This design comes from an exercise in tuning for small area, a short achievable clock period and few clock cycles per item on the open sky130 flow, not from production work.
Function was checked by simulation only, so behaviour that the tests miss may differ from the original.

## run a
Design binary_neighborhood_count_3x3, start of the top module:
module binary_neighborhood_count_3x3 (
  input  logic        clk_i,
  input  logic        rst_ni,
  input  logic        in_valid_i,
  output logic        in_stall_o,
  input  logic        pixel_i,
  output logic        out_valid_o,
  input  logic        out_stall_i,
  output logic [3:0]  count_o,
  output logic [9:0]  row_o,
  output logic [9:0]  column_o,
  output logic        run_end_o,
  output logic        image_end_o,
  input  logic        cfg_valid_i,
  output logic        cfg_ready_o,
  input  logic [1:0]  cfg_index_i,
  input  logic [10:0] cfg_data_i
);
==> flow/config.mk <==
export PLATFORM = sky130hd
export DESIGN_NAME = binary_neighborhood_count_3x3
export DESIGN_NICKNAME = binary_neighborhood_count_3x3
export VERILOG_FILES = /design/flow/design.v
export SDC_FILE = /design/flow/constraint.sdc
export NUM_CORES = 4
export LEC_CHECK = 0
export CAP_MARGIN = 20
export CORE_MARGIN = 2
export CORE_UTILIZATION = 60
export CTS_CLUSTER_DIAMETER = 100
export CTS_CLUSTER_SIZE = 25
export PLACE_DENSITY = 0.7
export SETUP_SLACK_MARGIN = 4.8
export SLEW_MARGIN = 20
export TNS_END_PERCENT = 10
==> flow/constraint.sdc <==
create_clock -name core_clock -period 7.0 [get_ports {clk_i}]
set_input_delay 1.4000 -clock core_clock [delete_from_list [all_inputs] [get_ports {clk_i}]]
set_output_delay 1.4000 -clock core_clock [all_outputs]
set_load 0.01 [all_outputs]
run.sh (not shown) runs the stock make flow with config.mk's settings and CLKGATE_MAP_FILE= SYNTH_SCRIPT=/design/flow/synth_recipe.tcl, a recipe that flattens the netlist after the stock synthesis.
Testbench counts of run a, summed over its fixed seeds: cycles 279,125, items 253,450.
## Diff of input files: run b against run a
--- a/flow/design.v
+++ b/flow/design.v
@@ -106,24 +106,24 @@
       end
     end
   end
   logic [9:0] col_q, row_q, c_q, r_q;
   logic       re_q, lr_q;
   logic [7:0]  ghi_q, glo_q;
   logic       dirty1_q, dirty2_q;
   logic       cgt_q, cge_q, rgt_q, rge_q;
-  logic       in_ready_q, accept;         
+  logic       in_stall_q, accept;
   logic       c0, r_ge1, r_ge2;            
   logic       c0_n, r_ge1_n, r_ge2_n;
   logic [9:0] c_adv, r_adv, c_n, r_n;
   logic       re_adv, lr_adv, re_n, lr_n;
   logic [9:0] c_idl, r_idl;
   logic       re_idl, lr_idl;
-  assign accept = in_valid_i && in_ready_q;
+  assign accept = in_valid_i && !in_stall_q;
   always_comb begin
     c_adv  = re_q ? 10'd0 : inc10(c_q);
     r_adv  = re_q ? (lr_q ? 10'd0 : inc10(r_q)) : r_q;
     re_adv = (c_adv == w_last_q);
     lr_adv = re_q ? (r_adv == h_last_q) : lr_q;
     if (dirty2_q) begin
       c_idl  = cgt_q ? w_last_q : col_q;
       r_idl  = rgt_q ? h_last_q : row_q;
@@ -420,21 +420,21 @@
       end
       st_a[hl] = !ok_a || (hr_a && !space(p_a, ovn, n_a, seq_a));
       st_i[hl] = !ok_i || (hr_i && !space(p_i, ovn, n_i, seq_q));
     end
     stall_n = accept ? st_a[!out_stall_i] : st_i[!out_stall_i];
   end
   always_ff @(posedge clk_i or negedge rst_ni) begin
     if (!rst_ni) begin
-      in_ready_q <= 1'b0;
+      in_stall_q <= 1'b1;
     end else begin
-      in_ready_q <= !(cfg_valid_i || dirty1_q || dirty2_q || stall_n);
+      in_stall_q <= cfg_valid_i || dirty1_q || dirty2_q || stall_n;
     end
   end
-  assign in_stall_o  = !in_ready_q;
+  assign in_stall_o  = in_stall_q;
   assign out_valid_o = ov_q;
   assign count_o     = oc_q;
   assign row_o       = orow_q;
   assign column_o    = ocol_q;
   assign run_end_o   = orun_q;
   assign image_end_o = oimg_q;
 endmodule
## What came out
Going from run a to run b, synthesized cell count now sits higher, aggregate global-route resource usage now sits higher, maximum frequency now sits lower, post-layout worst setup margin now sits lower, share of final layout cell area taken by non-clock buffers now sits lower.
The uppermost layer routed comes out met5 in one run and met4 in the other, namely in run b and run a respectively.
Of the two candidates, run a has the better aggregate routed wire length and run b the worse one.
Area fraction in compound gates after synthesis, run a and run b: higher on run a
Run comparison: run b endpoint of the most critical setup path in_stall_o; run a endpoint of the most critical setup path out_valid_o
On final hold slack, run a beats run b.
Testbench counts of run b, summed over its fixed seeds: cycles 279,125, items 253,450.

port drivers added, routing unchanged:
The flow's constraints put no driver on any port. The routed layouts listed below were extracted and timed again, unchanged, in two steps.
Step 1 sets driving cells, clkbuf_16 on the clock port and buf_2 on the other inputs (assumed; they add their load-dependent delay and slew).
Step 2 also shifts input and output timing later by t, the mid clock arrival at the registers, as if the neighbouring blocks saw the same clock.
Slacks: no drivers / after step 1 / after step 2; pairs: no drivers / after step 1.
run	shift t [ns]	setup slack, ns	worst setup path after step 2	worst register clock-pin slew, ns
run a	0.754	4.269 / 4.201 / 3.724	input to register	0.11 / 0.11
run b	0.752	4.221 / 4.153 / 3.534	input to register	0.10 / 0.10
After both steps setup and hold are still met in every run listed. The setup slack of run b, which loses most, moves by -0.068 ns with the drivers and by -0.687 ns with both steps.
